This is an optimization exercise on Yosys and OpenROAD, whose aim is small area, a short achievable clock period and few clock cycles, not a production implementation. Function was checked by simulation only, so behaviour that the tests miss may differ from the original. Power figures rest on the tool's default switching activity, not on a simulated workload.

wip/onyx:
// conv3x3_mac
module conv3x3_mac #(
   parameter bit RELU = 1'b0
) (
   input  logic         i_clk,
   input  logic         i_rstn,
   input  logic [9:0]   i_num_ci,
   input  logic         i_valid,
   output logic         o_ready,
   input  logic [143:0] i_window,
   input  logic [143:0] i_weight,
   input  logic [15:0]  i_bias,
   output logic         o_valid,
   input  logic         i_ready,
   output logic [15:0]  o_data
);
For scale: about 1,100 flip-flops.
==> flow/config.mk <==
export PLATFORM = sky130hd
export DESIGN_NAME = conv3x3_mac
export DESIGN_NICKNAME = conv3x3_mac
export VERILOG_FILES = /design/flow/design.v
export SDC_FILE = /design/flow/constraint.sdc
export NUM_CORES = 4
export LEC_CHECK = 0
export ABC_AREA = 1
export CAP_MARGIN = 20
export CORE_MARGIN = 2
export CORE_UTILIZATION = 40
export CTS_CLUSTER_DIAMETER = 60
export CTS_CLUSTER_SIZE = 30
export PLACE_DENSITY = 0.5
export SETUP_SLACK_MARGIN = 4.75
export SLEW_MARGIN = 20
export SYNTH_HIERARCHICAL = 1
export SYNTH_MINIMUM_KEEP_SIZE = 0
==> flow/constraint.sdc <==
create_clock -name core_clock -period 8.0 [get_ports {i_clk}]
set_input_delay 1.6000 -clock core_clock [delete_from_list [all_inputs] [get_ports {i_clk}]]
set_output_delay 1.6000 -clock core_clock [all_outputs]
set_load 0.01 [all_outputs]
standard.sh (not shown) runs the stock make flow with config.mk's settings and CLKGATE_MAP_FILE= SYNTH_SCRIPT=/design/flow/synth_recipe.tcl, a recipe that flattens the netlist after the stock synthesis.
==> flow/flow/run.sh <==
#!/bin/bash
# The standard layout (the standard.sh, standard synthesis unchanged), except:
# - the buffers every input and output port gets are plain buf_1 cells instead of the
#   delay-buffer cell buffer_ports picks by default (repair_timing still resizes them);
# - clock tree synthesis adds no dummy balancing loads.
set -euo pipefail
export BUFFER_PORTS_ARGS="-buffer_cell sky130_fd_sc_hd__buf_1"
export CTS_ARGS="-sink_clustering_enable -repair_clock_nets -sink_clustering_size 30 -sink_clustering_max_diameter 60 -dont_use_dummy_load"
bash standard.sh finish > standard.log 2>&1
Looking at the reports, wip/onyx completed the entire flow and the layout it produced met the timing, DRC and antenna checks.
Testbench counts of wip/onyx, summed over its fixed seeds: cycles 45,039.
#### Input delta (wip/delta over wip/onyx)
# wip/onyx
export LEC_CHECK = 0
export ABC_AREA = 1
export CAP_MARGIN = 20
export CORE_MARGIN = 2
export CORE_UTILIZATION = 40
export CTS_CLUSTER_DIAMETER = 60
export CTS_CLUSTER_SIZE = 30
export PLACE_DENSITY = 0.5
export SETUP_SLACK_MARGIN = 4.75
export SLEW_MARGIN = 20
export SYNTH_HIERARCHICAL = 1
export SYNTH_MINIMUM_KEEP_SIZE = 0
create_clock -name core_clock -period 8.0 [get_ports {i_clk}]
# wip/delta
export LEC_CHECK = 0
export ABC_AREA = 1
export CAP_MARGIN = 20
export CORE_MARGIN = 2
export CORE_UTILIZATION = 40
export CTS_CLUSTER_DIAMETER = 60
export CTS_CLUSTER_SIZE = 30
export PLACE_DENSITY = 0.5
export SETUP_SLACK_MARGIN = 5.0
export SLEW_MARGIN = 20
export SYNTH_HIERARCHICAL = 1
export SYNTH_MINIMUM_KEEP_SIZE = 0
create_clock -name core_clock -period 8.0 [get_ports {i_clk}]
Findings:
No stage failed in wip/delta, and the final checks on the layout all came back clean. Per the comparison of wip/delta with wip/onyx, floorplan die width now sits at about the same level, setup slack rose by 0.14 ns, power after layout about even. Of wip/onyx and wip/delta, the lower synthesis-to-layout area growth belongs to wip/onyx. Compared to wip/onyx, wip/delta has slew at the pin with the worst max-slew slack 0.017 ns lower. wip/delta gives more total leakage power than wip/onyx did. Critical-path cell with the highest stage delay = edfxtp_1: wip/delta; critical-path cell with the highest stage delay = fa_1: wip/onyx. Total global routing track utilization: wip/delta vs wip/onyx — no meaningful difference. Final-stage net count in wip/delta is 37 higher than in wip/onyx. Sort wip/onyx and wip/delta by end-of-flow core utilization desc -> top: wip/delta. wip/delta vs wip/onyx — clock-buffer cell count climbed slightly.
--- input diff wip/delta..wip/umber ---
# wip/delta
export LEC_CHECK = 0
export ABC_AREA = 1
export CAP_MARGIN = 20
export CORE_MARGIN = 2
export CORE_UTILIZATION = 40
export CTS_CLUSTER_DIAMETER = 60
export CTS_CLUSTER_SIZE = 30
export PLACE_DENSITY = 0.5
export SETUP_SLACK_MARGIN = 5.0
export SLEW_MARGIN = 20
export SYNTH_HIERARCHICAL = 1
export SYNTH_MINIMUM_KEEP_SIZE = 0
create_clock -name core_clock -period 8.0 [get_ports {i_clk}]
# wip/umber
export LEC_CHECK = 0
export ABC_AREA = 1
export CAP_MARGIN = 20
export CORE_MARGIN = 2
export CORE_UTILIZATION = 40
export CTS_CLUSTER_DIAMETER = 60
export CTS_CLUSTER_SIZE = 30
export PLACE_DENSITY = 0.45
export SETUP_SLACK_MARGIN = 4.95
export SLEW_MARGIN = 20
export SYNTH_HIERARCHICAL = 1
export SYNTH_MINIMUM_KEEP_SIZE = 0
create_clock -name core_clock -period 8.0 [get_ports {i_clk}]
Findings:
Combinational cell fraction of total power ends up higher on wip/umber. Diff wip/delta and wip/umber: number of vias after detailed routing lower in wip/umber. Delta (wip/umber minus wip/delta): timing-limited maximum frequency went down, final area moved up, fraction of area in registers down 0.33 points, met3 capacity usage during global routing decreased 1.1 points. Largest stage delay on the critical path delta (wip/umber -> wip/delta): insignificant. STATUS net switching power: wip/umber loses against wip/delta. Against wip/delta, wip/umber comes in 0.049 ns higher on final critical delay including setup and external delays. In terms of portion of the layout cell area used by clock cells, wip/delta and wip/umber differ only marginally.
Input-level comparison between wip/fjord and wip/umber:
# wip/umber
export LEC_CHECK = 0
export ABC_AREA = 1
export CAP_MARGIN = 20
export CORE_MARGIN = 2
export CORE_UTILIZATION = 40
export CTS_CLUSTER_DIAMETER = 60
export CTS_CLUSTER_SIZE = 30
export PLACE_DENSITY = 0.45
export SETUP_SLACK_MARGIN = 4.95
export SLEW_MARGIN = 20
export SYNTH_HIERARCHICAL = 1
export SYNTH_MINIMUM_KEEP_SIZE = 0
create_clock -name core_clock -period 8.0 [get_ports {i_clk}]
# wip/fjord
export LEC_CHECK = 0
export ABC_AREA = 1
export CAP_MARGIN = 20
export CORE_MARGIN = 2
export CORE_UTILIZATION = 40
export CTS_CLUSTER_DIAMETER = 60
export CTS_CLUSTER_SIZE = 30
export SETUP_SLACK_MARGIN = 4.95
export SLEW_MARGIN = 20
export SYNTH_HIERARCHICAL = 1
export SYNTH_MINIMUM_KEEP_SIZE = 0
create_clock -name core_clock -period 8.0 [get_ports {i_clk}]
==> run notes <==
- wip/fjord vs wip/umber on diode insertion count for antenna repair: wip/fjord is the higher one.
- wip/fjord vs wip/umber: fraction of met1 tracks used by global routing down
- Number of gates on the worst path with buffers counted is lower on wip/fjord
- The cell leakage power was comparable across wip/fjord and wip/umber.

==> what the ideal ports hide <==
Ports are ideal in the flow. The routed layouts listed here were re-timed in OpenROAD. Step 1 sets driving cells, clkbuf_16 on the clock port and buf_2 on the other inputs (assumed; they add their load-dependent delay and slew). Step 2 moves the port delays by t, midway between the first and last clock arrival at a register: inputs arrive t later, outputs are due t later. That takes back most of the time a late clock gives input paths. Slacks: no drivers / after step 1 / after step 2; pairs: no drivers / after step 1.
run	t, ns	slack for setup (ns)	hold slack, ns	worst slew at a driven data input, ns	pins driven straight from the clock port
wip/onyx	0.841	4.703 / 4.703 / 4.312	0.326 / 0.326 / 0.326	0.07	1
wip/delta	0.830	4.845 / 4.845 / 4.311	0.306 / 0.306 / 0.306	0.07	1
wip/umber	0.827	4.796 / 4.796 / 4.366	0.309 / 0.309 / 0.309	0.11	1
wip/fjord	0.824	4.854 / 4.854 / 4.430	0.325 / 0.325 / 0.325	0.10	1
After both steps setup and hold are still met in every run listed. The setup slack of wip/delta, which loses most, moves by 0.000 ns with the drivers and by -0.534 ns with both steps.
